From an optimization exercise on the open Yosys and OpenROAD flow, aimed at small area; shortcuts taken in it are not production practice.
At most, simulation tests tie the RTL to the original design; equivalence was not proved.
The RTL of run 1 was laid out without a check of its function.

==> flow/design.v (outline; a module is shown in full before it is edited, if it fits) <==
// module pss_sample_window: 14 lines
// module pss_correlator_lane: 671 lines
// module pss_fa: 10 lines
// module pss_xor2: 7 lines
// module pss_xnor2: 7 lines
// module pss_ha: 9 lines
// module pss_nid2_decider: 24 lines
// module pss_detector: 74 lines
module pss_detector (
    input  logic        clk_i,
    input  logic        reset_ni,
    input  logic [15:0] sample_i,           
    input  logic        sample_valid_i,
    input  logic [1:0]  mode_i,             
    input  logic [1:0]  requested_nid2_i,
    output logic [2:0]  result_o            
);
  // ...
==> flow/flow/run.sh <==
#!/bin/bash
cp standard.sh standard_sh_copy.log
export BUFFER_PORTS_ARGS="-buffer_cell sky130_fd_sc_hd__buf_1"
bash standard.sh > standard_flow.log 2>&1
==> flow/standard.sh <==
#!/bin/bash
# synth_recipe.tcl (not shown) runs the flow's synth.tcl, then flattens the netlist and writes it again
# the make line also repeats each setting of config.mk as NAME=value (left out here)
make -C /OpenROAD-flow-scripts/flow DESIGN_CONFIG=/design/flow/config.mk WORK_HOME=/design/flow/orfs CLKGATE_MAP_FILE= SYNTH_SCRIPT=/design/flow/synth_recipe.tcl "${@:-finish}"
==> flow/config.mk <==
export PLATFORM = sky130hd
export DESIGN_NAME = pss_detector
export DESIGN_NICKNAME = pss_detector
export VERILOG_FILES = /design/flow/design.v
export SDC_FILE = /design/flow/constraint.sdc
export NUM_CORES = 4
export LEC_CHECK = 0
export CAP_MARGIN = 5
export CORE_MARGIN = 2
export CORE_UTILIZATION = 75
export CTS_BUF_LIST = sky130_fd_sc_hd__clkbuf_4
export CTS_CLUSTER_DIAMETER = 50
export CTS_CLUSTER_SIZE = 10
export SLEW_MARGIN = 5
export SYNTH_HIERARCHICAL = 1
==> flow/constraint.sdc <==
create_clock -name core_clock -period 11.0 [get_ports {clk_i}]
set_input_delay 2.2000 -clock core_clock [delete_from_list [all_inputs] [get_ports {clk_i}]]
set_output_delay 2.2000 -clock core_clock [all_outputs]
set_load 0.01 [all_outputs]
==> notes.md, run 1 <==
status = finished clean
DP Area = 0.0167 mm^2
grt met1 use = 0.393
synth unique cells = 47
asr flop ratio synth = 0
detailed placer's ending HPWL = 22.6 mm
first-pass GRT wire length = 50.9 mm
Min Hold Slack = 447 ps
cell mode on critical path = fa_1
slowest CP cell = fa_2
FF-to-FF path depth = 32
Final Cycle Share = 0.971
Slew Limit Fails = 0
Worst-path clk slew = 110 ps
Die ar. = 0.0236 mm^2
Seq cells = 270
worst hold start = code0_q[1]
hold path endpoint = code1_q[1]
Setup Skew = 25.8 ps
commonest cells after routing, fill and taps aside = fa_1 (270), dfxtp_1 (269), a22o_1 (210)
Die X = 153 um
global routing's busiest layer = met2
M1 wire length = 13.3 mm
Yosys top cell area share = 0.350
worst flop-to-flop path startpoint = hist_q[153]
pre-CTS setup slack = -207 ps
actual slew at the worst max-slew pin = 1120 ps
vias in the first global route = 10375
Initial Utilization = 0.766
initial DRC count = 589
post-synth top area cell = fa_1
cts hold-fix bufs = 0
ANT nets after route = 0
most common cell after layout, fill and taps aside = fa_1
syn avg cell area = 13.1 um^2
CP Class = flop to flop
Buffers, non-clock = 47
met2 wire length = 14.1 mm
==> module pss_detector, before the edit <==
module pss_detector (
    input  logic        clk_i,
    input  logic        reset_ni,
    input  logic [15:0] sample_i,           
    input  logic        sample_valid_i,
    input  logic [1:0]  mode_i,             
    input  logic [1:0]  requested_nid2_i,
    output logic [2:0]  result_o            
);
    logic         en_q;
    logic         accept_q;
    logic [15:0]  sample_q;
    logic [239:0] hist_q;
    logic [239:0] hist_d;
    logic [2:0]   prev_q;
    logic [1:0]   code0_q, code1_q, code2_q;
    logic         result_valid_q;
    logic [1:0]   result_nid2_q;
    logic         accept;
    logic         hold;
    logic [2:0]   ge;
    logic [1:0]   code;
    logic         hit;
    assign accept = sample_valid_i && en_q && reset_ni;
    assign hold   = reset_ni && !accept_q;
    always_ff @(posedge clk_i) begin
        sample_q <= sample_i ^ 16'h8080;
    end
    pss_sample_window i_sample_window (
        .hist_i   (hist_q),
        .sample_i (sample_q),
        .shift_i  (accept_q && reset_ni),
        .hold_i   (hold),
        .clear_i  (!reset_ni),
        .hist_o   (hist_d)
    );
    always_ff @(posedge clk_i) begin
        hist_q <= hist_d;
    end
    pss_correlator_lane i_corr (
        .window_i ({hist_q, sample_q}),
        .ge_o     (ge)
    );
    pss_nid2_decider i_nid2_decider (
        .peaks_i          (accept_q ? (ge & ~prev_q) : 3'b000),
        .code_i           (code2_q),
        .mode_i           (mode_i),
        .requested_nid2_i (requested_nid2_i),
        .code_o           (code),
        .hit_o            (hit)
    );
    always_ff @(posedge clk_i) begin
        if (!reset_ni) begin
            en_q           <= 1'b0;
            accept_q       <= 1'b0;
            prev_q         <= '0;
            code0_q        <= 2'd3;
            code1_q        <= 2'd3;
            code2_q        <= 2'd3;
            result_valid_q <= 1'b0;
            result_nid2_q  <= '0;
        end else begin
            en_q           <= !mode_i[1];
            accept_q       <= accept;
            if (accept_q) prev_q <= ge;
            code0_q        <= code;
            code1_q        <= code0_q;
            code2_q        <= code1_q;
            result_valid_q <= hit;
            if (hit) result_nid2_q <= code2_q;
        end
    end
    assign result_o = {result_valid_q, result_nid2_q};
endmodule
==> run 2, diff against run 1 <==
--- a/flow/design.v
+++ b/flow/design.v
@@ -130,32 +130,32 @@
     pss_fa u_s101 (.a(~window_i[30]), .b(c94), .c(s99), .s(s101), .co(c102));
     pss_fa u_s103 (.a(c96), .b(s101), .c(c98), .s(s103), .co(c104));
     pss_fa u_s105 (.a(window_i[239]), .b(window_i[79]), .c(window_i[63]), .s(s105), .co(c106));
     pss_fa u_s107 (.a(~window_i[31]), .b(c100), .c(s105), .s(s107), .co(c108));
     pss_fa u_s109 (.a(c102), .b(s107), .c(c104), .s(s109), .co(c110));
     pss_fa u_s111 (.a(c106), .b(c108), .c(c110), .s(s111), .co(c112));
     pss_fa u_s113 (.a(window_i[248]), .b(window_i[104]), .c(s3), .s(s113), .co(c114));
     pss_fa u_s115 (.a(window_i[249]), .b(window_i[105]), .c(s9), .s(s115), .co(c116));
-    pss_xnor2 u_s117 (.a(c114), .b(s115), .y(s117));
+    pss_xor2 u_s117 (.a(c114), .b(s115), .y(s117));
     assign c118 = ~(~(c114 | s115));
     pss_fa u_s119 (.a(window_i[250]), .b(window_i[106]), .c(s17), .s(s119), .co(c120));
     pss_fa u_s121 (.a(c116), .b(c118), .c(s119), .s(s121), .co(c122));
     pss_fa u_s123 (.a(window_i[251]), .b(window_i[107]), .c(s25), .s(s123), .co(c124));
     pss_fa u_s125 (.a(c120), .b(c122), .c(s123), .s(s125), .co(c126));
     pss_fa u_s127 (.a(window_i[252]), .b(window_i[108]), .c(s33), .s(s127), .co(c128));
     pss_fa u_s129 (.a(c124), .b(c126), .c(s127), .s(s129), .co(c130));
     pss_fa u_s131 (.a(window_i[253]), .b(window_i[109]), .c(s41), .s(s131), .co(c132));
     pss_fa u_s133 (.a(c128), .b(c130), .c(s131), .s(s133), .co(c134));
     pss_fa u_s135 (.a(window_i[254]), .b(window_i[110]), .c(s49), .s(s135), .co(c136));
     pss_fa u_s137 (.a(c132), .b(c134), .c(s135), .s(s137), .co(c138));
     pss_fa u_s139 (.a(window_i[255]), .b(window_i[111]), .c(s57), .s(s139), .co(c140));
     pss_fa u_s141 (.a(c136), .b(c138), .c(s139), .s(s141), .co(c142));
     pss_fa u_s143 (.a(s61), .b(c140), .c(c142), .s(s143), .co(c144));
-    pss_xor2 u_s145 (.a(s63), .b(c144), .y(s145));
+    pss_xnor2 u_s145 (.a(s63), .b(c144), .y(s145));
     assign c146 = ~(~(s63 | c144));
     pss_xor2 u_s147 (.a(c64), .b(c146), .y(s147));
     assign c148 = ~(c64 | c146);
     pss_fa u_s149 (.a(window_i[184]), .b(window_i[88]), .c(window_i[8]), .s(s149), .co(c150));
     pss_fa u_s151 (.a(window_i[216]), .b(window_i[136]), .c(~s149), .s(s151), .co(c152));
     pss_ha u_s153 (.a(~s67), .b(s151), .s(s153), .co(c154));
     pss_fa u_s155 (.a(window_i[185]), .b(window_i[89]), .c(window_i[9]), .s(s155), .co(c156));
     pss_fa u_s157 (.a(window_i[217]), .b(window_i[137]), .c(~c150), .s(s157), .co(c158));
@@ -205,62 +205,62 @@
     pss_fa u_s245 (.a(s41), .b(s97), .c(c244), .s(s245), .co(c246));
     pss_fa u_s247 (.a(s49), .b(s103), .c(c246), .s(s247), .co(c248));
     pss_fa u_s249 (.a(s57), .b(s109), .c(c248), .s(s249), .co(c250));
     pss_fa u_s251 (.a(s61), .b(s111), .c(c250), .s(s251), .co(c252));
     pss_fa u_s253 (.a(c112), .b(s63), .c(c252), .s(s253), .co(c254));
     pss_xor2 u_s255 (.a(c64), .b(c254), .y(s255));
     pss_xor2 u_s257 (.a(s113), .b(s153), .y(s257));
     assign c258 = ~(~(s113 | s153));
-    pss_fa u_s259 (.a(c258), .b(s161), .c(s117), .s(s259), .co(c260));
+    pss_fa u_s259 (.a(c258), .b(s161), .c(~s117), .s(s259), .co(c260));
     pss_fa u_s261 (.a(s171), .b(s121), .c(c260), .s(s261), .co(c262));
     pss_fa u_s263 (.a(s125), .b(s181), .c(c262), .s(s263), .co(c264));
     pss_fa u_s265 (.a(s129), .b(s191), .c(c264), .s(s265), .co(c266));
     pss_fa u_s267 (.a(s133), .b(s201), .c(c266), .s(s267), .co(c268));
     pss_fa u_s269 (.a(s137), .b(s211), .c(c268), .s(s269), .co(c270));
     pss_fa u_s271 (.a(s141), .b(s221), .c(c270), .s(s271), .co(c272));
     pss_fa u_s273 (.a(s227), .b(s143), .c(c272), .s(s273), .co(c274));
-    pss_fa u_s275 (.a(~s145), .b(s231), .c(c274), .s(s275), .co(c276));
+    pss_fa u_s275 (.a(s145), .b(s231), .c(c274), .s(s275), .co(c276));
     pss_fa u_s277 (.a(s233), .b(c276), .c(s275), .s(s277), .co(c278));
-    pss_xor2 u_s279 (.a(s147), .b(s277), .y(s279));
-    assign c280 = (s147 | ~s277);
+    pss_xnor2 u_s279 (.a(s147), .b(s277), .y(s279));
+    assign c280 = ~(s147 | ~s277);
     pss_fa u_s281 (.a(~c148), .b(c234), .c(c278), .s(s281), .co(c282));
-    pss_xnor2 u_s283 (.a(c280), .b(s281), .y(s283));
+    pss_xor2 u_s283 (.a(c280), .b(s281), .y(s283));
     pss_xor2 u_s285 (.a(s113), .b(s153), .y(s285));
     assign c286 = (~s113 | s153);
-    pss_fa u_s287 (.a(c286), .b(s161), .c(~s117), .s(s287), .co(c288));
+    pss_fa u_s287 (.a(c286), .b(s161), .c(s117), .s(s287), .co(c288));
     pss_fa u_s289 (.a(s171), .b(~s121), .c(c288), .s(s289), .co(c290));
     pss_fa u_s291 (.a(~s125), .b(s181), .c(c290), .s(s291), .co(c292));
     pss_fa u_s293 (.a(~s129), .b(s191), .c(c292), .s(s293), .co(c294));
     pss_fa u_s295 (.a(~s133), .b(s201), .c(c294), .s(s295), .co(c296));
     pss_fa u_s297 (.a(~s137), .b(s211), .c(c296), .s(s297), .co(c298));
     pss_fa u_s299 (.a(~s141), .b(s221), .c(c298), .s(s299), .co(c300));
     pss_fa u_s301 (.a(s227), .b(~s143), .c(c300), .s(s301), .co(c302));
-    pss_fa u_s303 (.a(s145), .b(s231), .c(c302), .s(s303), .co(c304));
+    pss_fa u_s303 (.a(~s145), .b(s231), .c(c302), .s(s303), .co(c304));
     pss_ha u_s305 (.a(s301), .b(s303), .s(s305), .co(c306));
     pss_fa u_s307 (.a(s147), .b(s233), .c(c304), .s(s307), .co(c308));
-    pss_xnor2 u_s309 (.a(c306), .b(s307), .y(s309));
-    assign c310 = (c306 | s307);
+    pss_xor2 u_s309 (.a(c306), .b(s307), .y(s309));
+    assign c310 = ~(c306 | s307);
     pss_fa u_s311 (.a(c148), .b(c234), .c(c308), .s(s311), .co(c312));
     pss_xnor2 u_s313 (.a(c310), .b(s311), .y(s313));
-    pss_xor2 u_s315 (.a(s259), .b(s235), .y(s315));
+    pss_xnor2 u_s315 (.a(s259), .b(s235), .y(s315));
     assign c316 = (~s259 | s235);
     pss_fa u_s317 (.a(s237), .b(c316), .c(~s261), .s(s317), .co(c318));
     pss_fa u_s319 (.a(s239), .b(~s263), .c(c318), .s(s319), .co(c320));
     pss_fa u_s321 (.a(s241), .b(~s265), .c(c320), .s(s321), .co(c322));
     pss_fa u_s323 (.a(s243), .b(~s267), .c(c322), .s(s323), .co(c324));
     pss_fa u_s325 (.a(s245), .b(~s269), .c(c324), .s(s325), .co(c326));
     pss_fa u_s327 (.a(s247), .b(~s271), .c(c326), .s(s327), .co(c328));
     pss_fa u_s329 (.a(s249), .b(~s273), .c(c328), .s(s329), .co(c330));
     pss_fa u_s331 (.a(s251), .b(s275), .c(c330), .s(s331), .co(c332));
     pss_xnor2 u_s333 (.a(s329), .b(s331), .y(s333));
     assign c334 = (s329 | s331);
     pss_fa u_s335 (.a(s253), .b(c332), .c(c334), .s(s335), .co(c336));
-    pss_xnor2 u_s337 (.a(s279), .b(s335), .y(s337));
-    assign c338 = (s279 | s335);
+    pss_xor2 u_s337 (.a(s279), .b(s335), .y(s337));
+    assign c338 = ~(~s279 | s335);
     pss_fa u_s339 (.a(s255), .b(s283), .c(c336), .s(s339), .co(c340));
     pss_xor2 u_s341 (.a(c338), .b(s339), .y(s341));
     pss_fa u_s343 (.a(window_i[160]), .b(window_i[112]), .c(window_i[32]), .s(s343), .co(c344));
     pss_fa u_s345 (.a(window_i[192]), .b(window_i[144]), .c(~s343), .s(s345), .co(c346));
     pss_fa u_s347 (.a(window_i[161]), .b(window_i[113]), .c(window_i[33]), .s(s347), .co(c348));
     pss_fa u_s349 (.a(window_i[193]), .b(window_i[145]), .c(~c344), .s(s349), .co(c350));
     pss_fa u_s351 (.a(~s347), .b(c346), .c(s349), .s(s351), .co(c352));
     pss_fa u_s353 (.a(window_i[162]), .b(window_i[114]), .c(window_i[34]), .s(s353), .co(c354));
@@ -326,17 +326,17 @@
     pss_fa u_s471 (.a(c466), .b(c468), .c(s469), .s(s471), .co(c472));
     pss_fa u_s473 (.a(window_i[245]), .b(window_i[101]), .c(s383), .s(s473), .co(c474));
     pss_fa u_s475 (.a(c470), .b(c472), .c(s473), .s(s475), .co(c476));
     pss_fa u_s477 (.a(window_i[246]), .b(window_i[102]), .c(s391), .s(s477), .co(c478));
     pss_fa u_s479 (.a(c474), .b(c476), .c(s477), .s(s479), .co(c480));
     pss_fa u_s481 (.a(window_i[247]), .b(window_i[103]), .c(s399), .s(s481), .co(c482));
     pss_fa u_s483 (.a(c478), .b(c480), .c(s481), .s(s483), .co(c484));
     pss_fa u_s485 (.a(s403), .b(c482), .c(c484), .s(s485), .co(c486));
-    pss_xor2 u_s487 (.a(s405), .b(c486), .y(s487));
+    pss_xnor2 u_s487 (.a(s405), .b(c486), .y(s487));
     assign c488 = ~(~(s405 | c486));
     pss_xor2 u_s489 (.a(c406), .b(c488), .y(s489));
     assign c490 = ~(c406 | c488);
     pss_fa u_s491 (.a(window_i[176]), .b(window_i[80]), .c(window_i[0]), .s(s491), .co(c492));
     pss_fa u_s493 (.a(window_i[208]), .b(window_i[128]), .c(~s491), .s(s493), .co(c494));
     pss_ha u_s495 (.a(~s409), .b(s493), .s(s495), .co(c496));
     pss_fa u_s497 (.a(window_i[177]), .b(window_i[81]), .c(window_i[1]), .s(s497), .co(c498));
     pss_fa u_s499 (.a(window_i[209]), .b(window_i[129]), .c(~c492), .s(s499), .co(c500));
@@ -384,195 +384,195 @@
     pss_fa u_s583 (.a(s367), .b(s427), .c(c582), .s(s583), .co(c584));
     pss_fa u_s585 (.a(s375), .b(s433), .c(c584), .s(s585), .co(c586));
     pss_fa u_s587 (.a(s383), .b(s439), .c(c586), .s(s587), .co(c588));
     pss_fa u_s589 (.a(s391), .b(s445), .c(c588), .s(s589), .co(c590));
     pss_fa u_s591 (.a(s399), .b(s451), .c(c590), .s(s591), .co(c592));
     pss_fa u_s593 (.a(s403), .b(s453), .c(c592), .s(s593), .co(c594));
     pss_fa u_s595 (.a(c454), .b(s405), .c(c594), .s(s595), .co(c596));
     pss_xor2 u_s597 (.a(c406), .b(c596), .y(s597));
-    pss_xnor2 u_s599 (.a(s455), .b(s495), .y(s599));
+    pss_xor2 u_s599 (.a(s455), .b(s495), .y(s599));
     assign c600 = ~(~(s455 | s495));
     pss_fa u_s601 (.a(c600), .b(s503), .c(s459), .s(s601), .co(c602));
     pss_fa u_s603 (.a(s513), .b(s463), .c(c602), .s(s603), .co(c604));
     pss_fa u_s605 (.a(s467), .b(s523), .c(c604), .s(s605), .co(c606));
     pss_fa u_s607 (.a(s471), .b(s533), .c(c606), .s(s607), .co(c608));
     pss_fa u_s609 (.a(s475), .b(s543), .c(c608), .s(s609), .co(c610));
     pss_fa u_s611 (.a(s479), .b(s553), .c(c610), .s(s611), .co(c612));
     pss_fa u_s613 (.a(s483), .b(s563), .c(c612), .s(s613), .co(c614));
     pss_fa u_s615 (.a(s569), .b(s485), .c(c614), .s(s615), .co(c616));
-    pss_fa u_s617 (.a(~s487), .b(s573), .c(c616), .s(s617), .co(c618));
+    pss_fa u_s617 (.a(s487), .b(s573), .c(c616), .s(s617), .co(c618));
     pss_fa u_s619 (.a(s575), .b(c618), .c(s617), .s(s619), .co(c620));
-    pss_xor2 u_s621 (.a(s489), .b(s619), .y(s621));
+    pss_xnor2 u_s621 (.a(s489), .b(s619), .y(s621));
     assign c622 = ~(s489 | ~s619);
     pss_fa u_s623 (.a(~c490), .b(c576), .c(c620), .s(s623), .co(c624));
     pss_xor2 u_s625 (.a(c622), .b(s623), .y(s625));
-    pss_xor2 u_s627 (.a(s455), .b(s495), .y(s627));
+    pss_xnor2 u_s627 (.a(s455), .b(s495), .y(s627));
     assign c628 = (~s455 | s495);
     pss_fa u_s629 (.a(c628), .b(s503), .c(~s459), .s(s629), .co(c630));
     pss_fa u_s631 (.a(s513), .b(~s463), .c(c630), .s(s631), .co(c632));
     pss_fa u_s633 (.a(~s467), .b(s523), .c(c632), .s(s633), .co(c634));
     pss_fa u_s635 (.a(~s471), .b(s533), .c(c634), .s(s635), .co(c636));
     pss_fa u_s637 (.a(~s475), .b(s543), .c(c636), .s(s637), .co(c638));
     pss_fa u_s639 (.a(~s479), .b(s553), .c(c638), .s(s639), .co(c640));
     pss_fa u_s641 (.a(~s483), .b(s563), .c(c640), .s(s641), .co(c642));
     pss_fa u_s643 (.a(s569), .b(~s485), .c(c642), .s(s643), .co(c644));
-    pss_fa u_s645 (.a(s487), .b(s573), .c(c644), .s(s645), .co(c646));
+    pss_fa u_s645 (.a(~s487), .b(s573), .c(c644), .s(s645), .co(c646));
     pss_ha u_s647 (.a(s643), .b(s645), .s(s647), .co(c648));
     pss_fa u_s649 (.a(s489), .b(s575), .c(c646), .s(s649), .co(c650));
     pss_xor2 u_s651 (.a(c648), .b(s649), .y(s651));
     assign c652 = ~(c648 | s649);
     pss_fa u_s653 (.a(c490), .b(c576), .c(c650), .s(s653), .co(c654));
-    pss_xor2 u_s655 (.a(c652), .b(s653), .y(s655));
+    pss_xnor2 u_s655 (.a(c652), .b(s653), .y(s655));
     pss_xor2 u_s657 (.a(s601), .b(s577), .y(s657));
     assign c658 = (~s601 | s577);
     pss_fa u_s659 (.a(s579), .b(c658), .c(~s603), .s(s659), .co(c660));
     pss_fa u_s661 (.a(s581), .b(~s605), .c(c660), .s(s661), .co(c662));
     pss_fa u_s663 (.a(s583), .b(~s607), .c(c662), .s(s663), .co(c664));
     pss_fa u_s665 (.a(s585), .b(~s609), .c(c664), .s(s665), .co(c666));
     pss_fa u_s667 (.a(s587), .b(~s611), .c(c666), .s(s667), .co(c668));
     pss_fa u_s669 (.a(s589), .b(~s613), .c(c668), .s(s669), .co(c670));
     pss_fa u_s671 (.a(s591), .b(~s615), .c(c670), .s(s671), .co(c672));
     pss_fa u_s673 (.a(s593), .b(s617), .c(c672), .s(s673), .co(c674));
-    pss_xor2 u_s675 (.a(s671), .b(s673), .y(s675));
+    pss_xnor2 u_s675 (.a(s671), .b(s673), .y(s675));
     assign c676 = (s671 | s673);
     pss_fa u_s677 (.a(s595), .b(c674), .c(c676), .s(s677), .co(c678));
     pss_xnor2 u_s679 (.a(s621), .b(s677), .y(s679));
-    assign c680 = (s621 | s677);
+    assign c680 = ~(~s621 | s677);
     pss_fa u_s681 (.a(s597), .b(s625), .c(c678), .s(s681), .co(c682));
-    pss_xnor2 u_s683 (.a(c680), .b(s681), .y(s683));
+    pss_xor2 u_s683 (.a(c680), .b(s681), .y(s683));
     assign n685 = (~s283 & ~s257);
     pss_xor2 u_x686 (.a(s259), .b(s283), .y(x686));
     pss_xor2 u_x687 (.a(s261), .b(s283), .y(x687));
     pss_xor2 u_x688 (.a(s263), .b(s283), .y(x688));
-    pss_xnor2 u_x689 (.a(s265), .b(s283), .y(x689));
+    pss_xor2 u_x689 (.a(s265), .b(s283), .y(x689));
     pss_xor2 u_x690 (.a(s267), .b(s283), .y(x690));
     pss_xor2 u_x691 (.a(s269), .b(s283), .y(x691));
     pss_xor2 u_x692 (.a(s271), .b(s283), .y(x692));
-    pss_xnor2 u_x693 (.a(s273), .b(s283), .y(x693));
+    pss_xor2 u_x693 (.a(s273), .b(s283), .y(x693));
     pss_xor2 u_x694 (.a(s275), .b(s283), .y(x694));
-    pss_xnor2 u_x695 (.a(s279), .b(s283), .y(x695));
-    assign n696 = (~s625 & s599);
+    pss_xor2 u_x695 (.a(s279), .b(s283), .y(x695));
+    assign n696 = (~s625 & ~s599);
     pss_xor2 u_x697 (.a(s601), .b(s625), .y(x697));
     pss_xor2 u_x698 (.a(s603), .b(s625), .y(x698));
     pss_xor2 u_x699 (.a(s605), .b(s625), .y(x699));
     pss_xnor2 u_x700 (.a(s607), .b(s625), .y(x700));
     pss_xor2 u_x701 (.a(s609), .b(s625), .y(x701));
     pss_xnor2 u_x702 (.a(s611), .b(s625), .y(x702));
     pss_xor2 u_x703 (.a(s613), .b(s625), .y(x703));
     pss_xor2 u_x704 (.a(s615), .b(s625), .y(x704));
     pss_xor2 u_x705 (.a(s617), .b(s625), .y(x705));
-    pss_xnor2 u_x706 (.a(s621), .b(s625), .y(x706));
+    pss_xor2 u_x706 (.a(s621), .b(s625), .y(x706));
     pss_fa u_s707 (.a(n685), .b(x686), .c(n696), .s(s707), .co(c708));
     pss_ha u_s709 (.a(x687), .b(x698), .s(s709), .co(c710));
     pss_ha u_s711 (.a(x688), .b(x699), .s(s711), .co(c712));
     pss_xnor2 u_s713 (.a(x689), .b(x700), .y(s713));
-    assign c714 = (~x689 | ~x700);
+    assign c714 = ~(x689 | ~x700);
     pss_ha u_s715 (.a(x690), .b(x701), .s(s715), .co(c716));
-    pss_xor2 u_s717 (.a(x691), .b(x702), .y(s717));
-    assign c718 = (x691 | ~x702);
+    pss_xnor2 u_s717 (.a(x691), .b(x702), .y(s717));
+    assign c718 = ~(x691 | ~x702);
     pss_ha u_s719 (.a(x692), .b(x703), .s(s719), .co(c720));
     pss_xnor2 u_s721 (.a(x693), .b(x704), .y(s721));
-    assign c722 = (~x693 | x704);
+    assign c722 = ~(x693 | x704);
     pss_ha u_s723 (.a(x694), .b(x705), .s(s723), .co(c724));
     pss_ha u_s725 (.a(x695), .b(x706), .s(s725), .co(c726));
-    assign n772 = (~s341 & ~s257);
+    assign n772 = (s341 & ~s257);
     pss_xnor2 u_x773 (.a(s315), .b(s341), .y(x773));
     pss_xnor2 u_x774 (.a(s317), .b(s341), .y(x774));
-    pss_xor2 u_x775 (.a(s319), .b(s341), .y(x775));
-    pss_xor2 u_x776 (.a(s321), .b(s341), .y(x776));
+    pss_xnor2 u_x775 (.a(s319), .b(s341), .y(x775));
+    pss_xnor2 u_x776 (.a(s321), .b(s341), .y(x776));
     pss_xnor2 u_x777 (.a(s323), .b(s341), .y(x777));
-    pss_xor2 u_x778 (.a(s325), .b(s341), .y(x778));
-    pss_xor2 u_x779 (.a(s327), .b(s341), .y(x779));
+    pss_xnor2 u_x778 (.a(s325), .b(s341), .y(x778));
+    pss_xnor2 u_x779 (.a(s327), .b(s341), .y(x779));
     pss_xor2 u_x780 (.a(s329), .b(s341), .y(x780));
     pss_xor2 u_x781 (.a(s333), .b(s341), .y(x781));
-    pss_xnor2 u_x782 (.a(s337), .b(s341), .y(x782));
-    assign n783 = (s683 & s599);
+    pss_xor2 u_x782 (.a(s337), .b(s341), .y(x782));
+    assign n783 = (s683 & ~s599);
     pss_xor2 u_x784 (.a(s657), .b(s683), .y(x784));
     pss_xor2 u_x785 (.a(s659), .b(s683), .y(x785));
     pss_xnor2 u_x786 (.a(s661), .b(s683), .y(x786));
     pss_xnor2 u_x787 (.a(s663), .b(s683), .y(x787));
-    pss_xor2 u_x788 (.a(s665), .b(s683), .y(x788));
+    pss_xnor2 u_x788 (.a(s665), .b(s683), .y(x788));
     pss_xnor2 u_x789 (.a(s667), .b(s683), .y(x789));
     pss_xor2 u_x790 (.a(s669), .b(s683), .y(x790));
-    pss_xor2 u_x791 (.a(s671), .b(s683), .y(x791));
+    pss_xnor2 u_x791 (.a(s671), .b(s683), .y(x791));
     pss_xnor2 u_x792 (.a(s675), .b(s683), .y(x792));
-    pss_xor2 u_x793 (.a(s679), .b(s683), .y(x793));
+    pss_xnor2 u_x793 (.a(s679), .b(s683), .y(x793));
     pss_fa u_s794 (.a(n772), .b(x773), .c(n783), .s(s794), .co(c795));
     pss_xnor2 u_s796 (.a(x774), .b(x785), .y(s796));
-    assign c797 = ~(~(~x774 | ~x785));
+    assign c797 = (~(x774 | ~x785));
     pss_xnor2 u_s798 (.a(x775), .b(x786), .y(s798));
-    assign c799 = ~(~(x775 | x786));
+    assign c799 = (~(x775 | x786));
     pss_ha u_s800 (.a(x776), .b(x787), .s(s800), .co(c801));
     pss_xnor2 u_s802 (.a(x777), .b(x788), .y(s802));
-    assign c803 = (~(~x777 | ~x788));
+    assign c803 = (~(x777 | x788));
     pss_ha u_s804 (.a(x778), .b(x789), .s(s804), .co(c805));
     pss_xnor2 u_s806 (.a(x779), .b(x790), .y(s806));
     assign c807 = (~(x779 | ~x790));
-    pss_xnor2 u_s808 (.a(x780), .b(x791), .y(s808));
-    assign c809 = (x780 | ~x791);
+    pss_xor2 u_s808 (.a(x780), .b(x791), .y(s808));
+    assign c809 = ~(~x780 | x791);
     pss_xor2 u_s810 (.a(x781), .b(x792), .y(s810));
-    assign c811 = ~(~x781 | x792);
+    assign c811 = ~(x781 | ~x792);
     pss_ha u_s812 (.a(x782), .b(x793), .s(s812), .co(c813));
-    assign n859 = (~s313 & ~s285);
-    pss_xnor2 u_x860 (.a(s287), .b(s313), .y(x860));
-    pss_xnor2 u_x861 (.a(s289), .b(s313), .y(x861));
-    pss_xnor2 u_x862 (.a(s291), .b(s313), .y(x862));
+    assign n859 = (s313 & ~s285);
+    pss_xor2 u_x860 (.a(s287), .b(s313), .y(x860));
+    pss_xor2 u_x861 (.a(s289), .b(s313), .y(x861));
+    pss_xor2 u_x862 (.a(s291), .b(s313), .y(x862));
     pss_xor2 u_x863 (.a(s293), .b(s313), .y(x863));
-    pss_xnor2 u_x864 (.a(s295), .b(s313), .y(x864));
-    pss_xnor2 u_x865 (.a(s297), .b(s313), .y(x865));
-    pss_xnor2 u_x866 (.a(s299), .b(s313), .y(x866));
-    pss_xnor2 u_x867 (.a(s301), .b(s313), .y(x867));
+    pss_xor2 u_x864 (.a(s295), .b(s313), .y(x864));
+    pss_xor2 u_x865 (.a(s297), .b(s313), .y(x865));
+    pss_xor2 u_x866 (.a(s299), .b(s313), .y(x866));
+    pss_xor2 u_x867 (.a(s301), .b(s313), .y(x867));
     pss_xor2 u_x868 (.a(s305), .b(s313), .y(x868));
     pss_xnor2 u_x869 (.a(s309), .b(s313), .y(x869));
-    assign n870 = (~s655 & ~s627);
-    pss_xnor2 u_x871 (.a(s629), .b(s655), .y(x871));
-    pss_xnor2 u_x872 (.a(s631), .b(s655), .y(x872));
-    pss_xnor2 u_x873 (.a(s633), .b(s655), .y(x873));
-    pss_xnor2 u_x874 (.a(s635), .b(s655), .y(x874));
-    pss_xnor2 u_x875 (.a(s637), .b(s655), .y(x875));
-    pss_xor2 u_x876 (.a(s639), .b(s655), .y(x876));
-    pss_xnor2 u_x877 (.a(s641), .b(s655), .y(x877));
-    pss_xnor2 u_x878 (.a(s643), .b(s655), .y(x878));
+    assign n870 = (s655 & s627);
+    pss_xor2 u_x871 (.a(s629), .b(s655), .y(x871));
+    pss_xor2 u_x872 (.a(s631), .b(s655), .y(x872));
+    pss_xor2 u_x873 (.a(s633), .b(s655), .y(x873));
+    pss_xor2 u_x874 (.a(s635), .b(s655), .y(x874));
+    pss_xor2 u_x875 (.a(s637), .b(s655), .y(x875));
+    pss_xnor2 u_x876 (.a(s639), .b(s655), .y(x876));
+    pss_xor2 u_x877 (.a(s641), .b(s655), .y(x877));
+    pss_xor2 u_x878 (.a(s643), .b(s655), .y(x878));
     pss_xor2 u_x879 (.a(s647), .b(s655), .y(x879));
-    pss_xor2 u_x880 (.a(s651), .b(s655), .y(x880));
+    pss_xnor2 u_x880 (.a(s651), .b(s655), .y(x880));
     pss_fa u_s881 (.a(n859), .b(x860), .c(n870), .s(s881), .co(c882));
     pss_ha u_s883 (.a(x861), .b(x872), .s(s883), .co(c884));
     pss_ha u_s885 (.a(x862), .b(x873), .s(s885), .co(c886));
-    pss_xor2 u_s887 (.a(x863), .b(x874), .y(s887));
-    assign c888 = (~x863 | x874);
+    pss_xnor2 u_s887 (.a(x863), .b(x874), .y(s887));
+    assign c888 = ~(x863 | x874);
     pss_ha u_s889 (.a(x864), .b(x875), .s(s889), .co(c890));
-    pss_xor2 u_s891 (.a(x865), .b(x876), .y(s891));
+    pss_xnor2 u_s891 (.a(x865), .b(x876), .y(s891));
     assign c892 = ~(x865 | ~x876);
     pss_ha u_s893 (.a(x866), .b(x877), .s(s893), .co(c894));
     pss_ha u_s895 (.a(x867), .b(x878), .s(s895), .co(c896));
     pss_xor2 u_s897 (.a(x868), .b(x879), .y(s897));
-    assign c898 = ~(~x868 | ~x879);
-    pss_xnor2 u_s899 (.a(x869), .b(x880), .y(s899));
-    assign c900 = ~(~(~x869 | ~x880));
-    assign g727 = s257 & ~s599;
-    assign p728 = s257 | ~s599;
+    assign c898 = ~(x868 | x879);
+    pss_xor2 u_s899 (.a(x869), .b(x880), .y(s899));
+    assign c900 = (~(~x869 | ~x880));
+    assign g727 = s257 & s599;
+    assign p728 = s257 | s599;
     assign g729 = x697 & s707;
     assign p730 = x697 | s707;
     assign g731 = c708 & s709;
     assign p732 = c708 | s709;
     assign g733 = c710 & s711;
     assign p734 = c710 | s711;
-    assign g735 = c712 & s713;
-    assign p736 = c712 | s713;
-    assign g737 = c714 & s715;
-    assign p738 = c714 | s715;
-    assign g739 = c716 & s717;
-    assign p740 = c716 | s717;
-    assign g741 = c718 & s719;
-    assign p742 = c718 | s719;
-    assign g743 = c720 & ~s721;
-    assign p744 = c720 | ~s721;
-    assign g745 = c722 & ~s723;
-    assign p746 = c722 | ~s723;
+    assign g735 = c712 & ~s713;
+    assign p736 = c712 | ~s713;
+    assign g737 = ~c714 & s715;
+    assign p738 = ~c714 | s715;
+    assign g739 = c716 & ~s717;
+    assign p740 = c716 | ~s717;
+    assign g741 = ~c718 & s719;
+    assign p742 = ~c718 | s719;
+    assign g743 = c720 & s721;
+    assign p744 = c720 | s721;
+    assign g745 = ~c722 & ~s723;
+    assign p746 = ~c722 | ~s723;
     assign g747 = ~c724 & s725;
     assign p748 = ~c724 | s725;
     assign bg749 = g729 | (p730 & g727);
     assign bp750 = p730 & p728;
     assign bg751 = g731 | (p732 & bg749);
     assign bp752 = p732 & bp750;
     assign bg753 = g733 | (p734 & bg751);
     assign bp754 = p734 & bp752;
@@ -588,36 +588,36 @@
     assign bp764 = p746 & p744;
     assign bg765 = g747 | (p748 & bg763);
     assign bp766 = p748 & bp764;
     assign bg767 = c726 | (1'b1 & bg765);
     assign bp768 = 1'b1 & bp766;
     assign cc769 = bg767 | (bp768 & cc762);
     assign cc770 = 1'b0 | (1'b1 & cc769);
     assign ge771 = cc770;
-    assign g814 = s257 & ~s599;
-    assign p815 = s257 | ~s599;
+    assign g814 = s257 & s599;
+    assign p815 = s257 | s599;
     assign g816 = x784 & s794;
     assign p817 = x784 | s794;
-    assign g818 = c795 & ~s796;
-    assign p819 = c795 | ~s796;
-    assign g820 = ~c797 & ~s798;
-    assign p821 = ~c797 | ~s798;
-    assign g822 = ~c799 & ~s800;
-    assign p823 = ~c799 | ~s800;
+    assign g818 = c795 & s796;
+    assign p819 = c795 | s796;
+    assign g820 = c797 & ~s798;
+    assign p821 = c797 | ~s798;
+    assign g822 = c799 & ~s800;
+    assign p823 = c799 | ~s800;
     assign g824 = ~c801 & ~s802;
     assign p825 = ~c801 | ~s802;
     assign g826 = c803 & ~s804;
     assign p827 = c803 | ~s804;
     assign g828 = ~c805 & s806;
     assign p829 = ~c805 | s806;
-    assign g830 = c807 & ~s808;
-    assign p831 = c807 | ~s808;
-    assign g832 = c809 & s810;
-    assign p833 = c809 | s810;
+    assign g830 = c807 & s808;
+    assign p831 = c807 | s808;
+    assign g832 = ~c809 & s810;
+    assign p833 = ~c809 | s810;
     assign g834 = ~c811 & s812;
     assign p835 = ~c811 | s812;
     assign bg836 = g816 | (p817 & g814);
     assign bp837 = p817 & p815;
     assign bg838 = g818 | (p819 & bg836);
     assign bp839 = p819 & bp837;
     assign bg840 = g820 | (p821 & bg838);
     assign bp841 = p821 & bp839;
@@ -633,38 +633,38 @@
     assign bp851 = p833 & p831;
     assign bg852 = g834 | (p835 & bg850);
     assign bp853 = p835 & bp851;
     assign bg854 = c813 | (1'b1 & bg852);
     assign bp855 = 1'b1 & bp853;
     assign cc856 = bg854 | (bp855 & cc849);
     assign cc857 = 1'b0 | (1'b1 & cc856);
     assign ge858 = cc857;
-    assign g901 = s285 & s627;
-    assign p902 = s285 | s627;
+    assign g901 = s285 & ~s627;
+    assign p902 = s285 | ~s627;
     assign g903 = x871 & s881;
     assign p904 = x871 | s881;
     assign g905 = c882 & s883;
     assign p906 = c882 | s883;
     assign g907 = c884 & s885;
     assign p908 = c884 | s885;
     assign g909 = c886 & s887;
     assign p910 = c886 | s887;
-    assign g911 = c888 & s889;
-    assign p912 = c888 | s889;
-    assign g913 = c890 & s891;
-    assign p914 = c890 | s891;
+    assign g911 = ~c888 & s889;
+    assign p912 = ~c888 | s889;
+    assign g913 = c890 & ~s891;
+    assign p914 = c890 | ~s891;
     assign g915 = ~c892 & s893;
     assign p916 = ~c892 | s893;
     assign g917 = c894 & ~s895;
     assign p918 = c894 | ~s895;
     assign g919 = ~c896 & ~s897;
     assign p920 = ~c896 | ~s897;
-    assign g921 = ~c898 & ~s899;
-    assign p922 = ~c898 | ~s899;
+    assign g921 = ~c898 & s899;
+    assign p922 = ~c898 | s899;
     assign bg923 = g903 | (p904 & g901);
     assign bp924 = p904 & p902;
     assign bg925 = g905 | (p906 & bg923);
     assign bp926 = p906 & bp924;
     assign bg927 = g907 | (p908 & bg925);
     assign bp928 = p908 & bp926;
     assign cc929 = bg927 | (bp928 & 1'b0);
     assign bg930 = g911 | (p912 & g909);
@@ -673,17 +673,17 @@
     assign bp933 = p914 & bp931;
     assign bg934 = g915 | (p916 & bg932);
     assign bp935 = p916 & bp933;
     assign cc936 = bg934 | (bp935 & cc929);
     assign bg937 = g919 | (p920 & g917);
     assign bp938 = p920 & p918;
     assign bg939 = g921 | (p922 & bg937);
     assign bp940 = p922 & bp938;
-    assign bg941 = ~c900 | (1'b1 & bg939);
+    assign bg941 = c900 | (1'b1 & bg939);
     assign bp942 = 1'b1 & bp940;
     assign cc943 = bg941 | (bp942 & cc936);
     assign cc944 = 1'b0 | (1'b1 & cc943);
     assign ge945 = cc944;
     assign ge_o = {ge945, ge858, ge771};
 endmodule
 module pss_fa (
     input  logic a,
@@ -754,17 +754,18 @@
     output logic [2:0]  result_o            
 );
     logic         en_q;
     logic         accept_q;
     logic [15:0]  sample_q;
     logic [239:0] hist_q;
     logic [239:0] hist_d;
     logic [2:0]   prev_q;
-    logic [1:0]   code0_q, code1_q, code2_q;
+    logic [2:0]   peaks_q;
+    logic [1:0]   code1_q, code2_q;
     logic         result_valid_q;
     logic [1:0]   result_nid2_q;
     logic         accept;
     logic         hold;
     logic [2:0]   ge;
     logic [1:0]   code;
     logic         hit;
     assign accept = sample_valid_i && en_q && reset_ni;
@@ -783,38 +784,38 @@
     always_ff @(posedge clk_i) begin
         hist_q <= hist_d;
     end
     pss_correlator_lane i_corr (
         .window_i ({hist_q, sample_q}),
         .ge_o     (ge)
     );
     pss_nid2_decider i_nid2_decider (
-        .peaks_i          (accept_q ? (ge & ~prev_q) : 3'b000),
+        .peaks_i          (peaks_q),
         .code_i           (code2_q),
         .mode_i           (mode_i),
         .requested_nid2_i (requested_nid2_i),
         .code_o           (code),
         .hit_o            (hit)
     );
     always_ff @(posedge clk_i) begin
         if (!reset_ni) begin
             en_q           <= 1'b0;
             accept_q       <= 1'b0;
             prev_q         <= '0;
-            code0_q        <= 2'd3;
+            peaks_q        <= '0;
             code1_q        <= 2'd3;
             code2_q        <= 2'd3;
             result_valid_q <= 1'b0;
             result_nid2_q  <= '0;
         end else begin
             en_q           <= !mode_i[1];
             accept_q       <= accept;
             if (accept_q) prev_q <= ge;
-            code0_q        <= code;
-            code1_q        <= code0_q;
+            peaks_q        <= accept_q ? (ge & ~prev_q) : 3'b000;
+            code1_q        <= code;
             code2_q        <= code1_q;
             result_valid_q <= hit;
             if (hit) result_nid2_q <= code2_q;
         end
     end
     assign result_o = {result_valid_q, result_nid2_q};
 endmodule
==> run 2 against run 1 <==
Compared with the run above:
- clock skew grew 2.1 ps
- flip-flop and latch count grew 1
- fmax grew 1.7%
- register-to-register slack improved by 170 ps
- via count down 1.2%
- worst setup slack improved by 170 ps
- critical endpoint is now prev_q[1]
- cell count shrank 1.4%
- core utilization fell by 1.2 points
==> notes.md, run 2 <==
CP Launch Point = hist_q[144] (was hist_q[153])
YS warnings = 8 (unchanged)
most common cell after layout, fill and taps aside = fa_1 (unchanged)
EDFF count, synth = 0 (unchanged)
CTS tree = yes (unchanged)
slowest CP cell = fa_1 (was fa_2)
detailed placer's ending HPWL = 22.1 mm (was 22.6 mm)
synth unique cells = 53 (was 47)
register area = 0.00543 mm^2 (was 0.00541 mm^2)
CP Class = flop to flop (unchanged)
commonest cells after routing, fill and taps aside = fa_1 (293), dfxtp_1 (271), a22o_1 (211) (was fa_1 (270), dfxtp_1 (269), a22o_1 (210))
H-Tree Depth = 2 (unchanged)
clock sink count = 271 (was 270)
total number of vias = 9263 (was 9377)
Crit Path Max Fanout = 3 (was 6)
DP Area = 0.0167 mm^2 (about the same)
Layout Cell Area excl Fill = 0.0171 mm^2 (was 0.0174 mm^2)
hold crit path type = flop to flop (unchanged)
Via density = 5.90 (was 5.89)
register area share after synthesis = 0.324 (was 0.323)
final net count = 1637 (was 1657)
Placer Congestion = 0.827 (was 0.802)
total of max-cap violations = 0 (unchanged)
Syn Inst Count = 1274 (was 1282)
Worst-path clk slew = 110 ps (about the same)
Die X = 153 um (about the same)
Yosys top cell area share = 0.350 (about the same)
status = finished clean (unchanged)
gr ovfl total = 0 (unchanged)
drt pass-1 iters = 5 (unchanged)
Setup Skew = 27.9 ps (was 25.8 ps)
I/O Pins = 26 (unchanged)
Synth top cells by count = fa_1 (293), dfxtp_1 (271), a22o_1 (211) (was fa_1 (293), dfxtp_1 (270), a22o_1 (210))
Synth Cell Area = 0.0167 mm^2 (was 0.0168 mm^2)
Global Route Usage Sum = 0.261 (was 0.267)
Seq cells post-synth = 271 (was 270)
Most flops, register = hist_q (unchanged)
asr flop ratio synth = 0 (unchanged)
startpoint types = flop (unchanged)
RSZ-0062 raised after global routing = no
Routed WL = 28.5 mm (was 29.1 mm)
WP data arrival = 11050 ps (was 11190 ps)
Final Hold Viols = 0 (unchanged)
Clock Tree Buf Depth = 3 (unchanged)
FMAX = 95.2 MHz (was 93.6 MHz)
non-filler cells, final = 1570 (was 1593)
max FFs per register = 240 (unchanged)
Die ar. = 0.0235 mm^2 (was 0.0236 mm^2)
worst hold start = prev_q[0] (was code0_q[1])
cts hold-fix bufs = 0 (unchanged)
ANT nets after route = 0 (unchanged)
Area contributors post-synth = fa_1 (35%), dfxtp_1 (32%), a22o_1 (11%) (unchanged)
post-synth top area cell = fa_1 (unchanged)
cell mode on critical path = fa_1 (unchanged)
Tmin final = 10510 ps (was 10680 ps)
row count = 54 (unchanged)
fillers = 1418 (was 1383)
vias in the first global route = 10147 (was 10375)
initial antenna violation count = 1 (unchanged)
WP data required = 11550 ps (was 11510 ps)
initial DRC count = 538 (was 589)
share of cells above drive strength 1 = 0.0566 (was 0.0953)
Slew Limit Fails = 0 (unchanged)
DRC = 0 (unchanged)
Placed Cells = 1526 (was 1535)
first-pass GRT wire length = 49.8 mm (was 50.9 mm)
worst flop-to-flop path startpoint = hist_q[144] (was hist_q[153])
worst skew pair latency = 650 ps (was 630 ps)
Multi-input gate area = 0.0103 mm^2 (was 0.0105 mm^2)
Mapped Nets = 1628 (was 1636)
routed len/inst = 18.1 um (was 18.3 um)
nature of the critical path endpoint = flop (unchanged)
Area Overhead vs Synth = 2.09% (was 3.57%)
CTS buffer count = 34 (unchanged)
top flop regs = hist_q (240), sample_q (16) (was hist_q (240), sample_q (16), prev_q (3))
crit-path max cell delay = 580 ps (was 600 ps)
final setup vio count = 0 (unchanged)
Port Buf Inserts = 25 (unchanged)
syn avg cell area = 13.1 um^2 (about the same)
core footprint = 0.0219 mm^2 (unchanged)
Root Driver = clkbuf_4 (unchanged)
Initial Utilization = 0.765 (was 0.766)
actual slew at the worst max-slew pin = 1120 ps (about the same)
count leader, synth = fa_1 (unchanged)
Final Cycle Share = 0.955 (was 0.971)
Rel. slew slack = 0.252 (was 0.253)
Post-synth top flop = dfxtp_1 (unchanged)
Vert. Die Dim = 153 um (about the same)
pin count of the biggest net entering global routing = 135 (was 109)
[run 2: changes by cell type after synthesis, sizes merged, moves of 5 or more]
cell,before,now
nand2b,21,11
a21oi,12,3
xnor2,48,41
xor2,56,63
nor2,23,18
[run 2: stage by stage]
stage	worst slack, ps	TNS [ps]	hold slack [ps]	utilization
2_1_floorplan	-11.0	-11.0	385	-
3_3_place_gp	578	0	405	0.762
3_5_place_dp	298	0	413	0.762
4_1_cts	264	0	433	0.778
5_1_grt	1.68	0	466	0.781
6_report	495	0	446	0.781
[run 2: cell families after synthesis]
group,after synthesis,synth area share
multiplexers,5,0.00299
adder cells (fa/ha/maj),332,0.379
AO/OA/AOI/OAI,283,0.146
XOR/XNOR,104,0.0544
flip-flops,271,0.324
AND/OR/NAND/NOR,81,0.0267
buffers and inverters,198,0.0660
[run 2: worst max-delay path: cells and delay by family, from the launching register on]
family	cells	cell delay (ps)
xor+xnor	1	200
flops	1	350
fa+ha+maj	17	7940
buf+inv	2	120
mux	1	120
simple gates	4	910
compound gates	5	810
[run 2: per-module statistics from Yosys, one instance, submodules excluded]
module / cells / area, um^2 / flip-flops and latches / times used
pss_detector: 299 / 5600 / 271 / 1
pss_sample_window: 297 / 2700 / 0 / 1
pss_correlator_lane: 237 / 1140 / 0 / 1
pss_nid2_decider: 9 / 70.1 / 0 / 1
pss_fa: 1 / 20.0 / 0 / 293
pss_ha: 1 / 12.5 / 0 / 38
pss_xnor2: 1 / 8.76 / 0 / 40
pss_xor2: 1 / 8.76 / 0 / 61
[run 2: layer usage]
metal / routed length [um] / track usage
met5: 0 / 0
met4: 517 / 0.0590
met3: 880 / 0.0357
met2: 13800 / 0.416
met1: 13200 / 0.390
[run 2: what timing repair did]
action,CTS,global route
resized for setup,0,7
setup buffers,0,1
endpoints found under the setup margin,0,2
[run 2: final timing paths]
path,slack (ps),cells past startpoint,to
setup reg to reg,490,30,prev_q[1]
hold reg to reg,450,1,peaks_q[0]
setup / recovery,490,30,prev_q[1]
hold / removal,450,1,peaks_q[0]
[run 2: final cells by class]
| type | count | share of cell area |
|---|---|---|
| timing repair buffer | 35 | 0.0103 |
| clock inverter | 4 | 0.00425 |
| inverter | 136 | 0.0302 |
| antenna | 1 | 0.000146 |
| tap | 280 | 0.0205 |
| multi-input combinational | 805 | 0.600 |
| sequential | 271 | 0.317 |
| clock buffer | 38 | 0.0167 |

separate check: timing with driven ports:
The flow's constraints put no driver on any port. The routed layouts listed below were extracted and timed again, unchanged, in two steps. Step 1 (the two cells are an assumption about what drives the block):
set clk [get_ports {clk_i}]
set_driving_cell -lib_cell sky130_fd_sc_hd__clkbuf_16 $clk
set_driving_cell -lib_cell sky130_fd_sc_hd__buf_2 [delete_from_list [all_inputs] $clk]
Step 2, shift: input delay + t, output delay - t, t = (earliest + latest rising clock arrival at the registers) / 2. This alone moves slack from input paths to output paths. Slacks: no drivers / after step 1 / after step 2; pairs: no drivers / after step 1.
run	t (ns)	setup slack, ns	hold slack, ns	clock arrival spread, ns	worst slew at a driven data input, ns
run 1	0.663	0.320 / 0.320 / 0.320	0.447 / 0.447 / 0.447	0.037 / 0.037	0.05
run 2	0.669	0.495 / 0.495 / 0.495	0.446 / 0.446 / 0.446	0.034 / 0.034	0.05
After both steps every run listed still meets setup and hold.
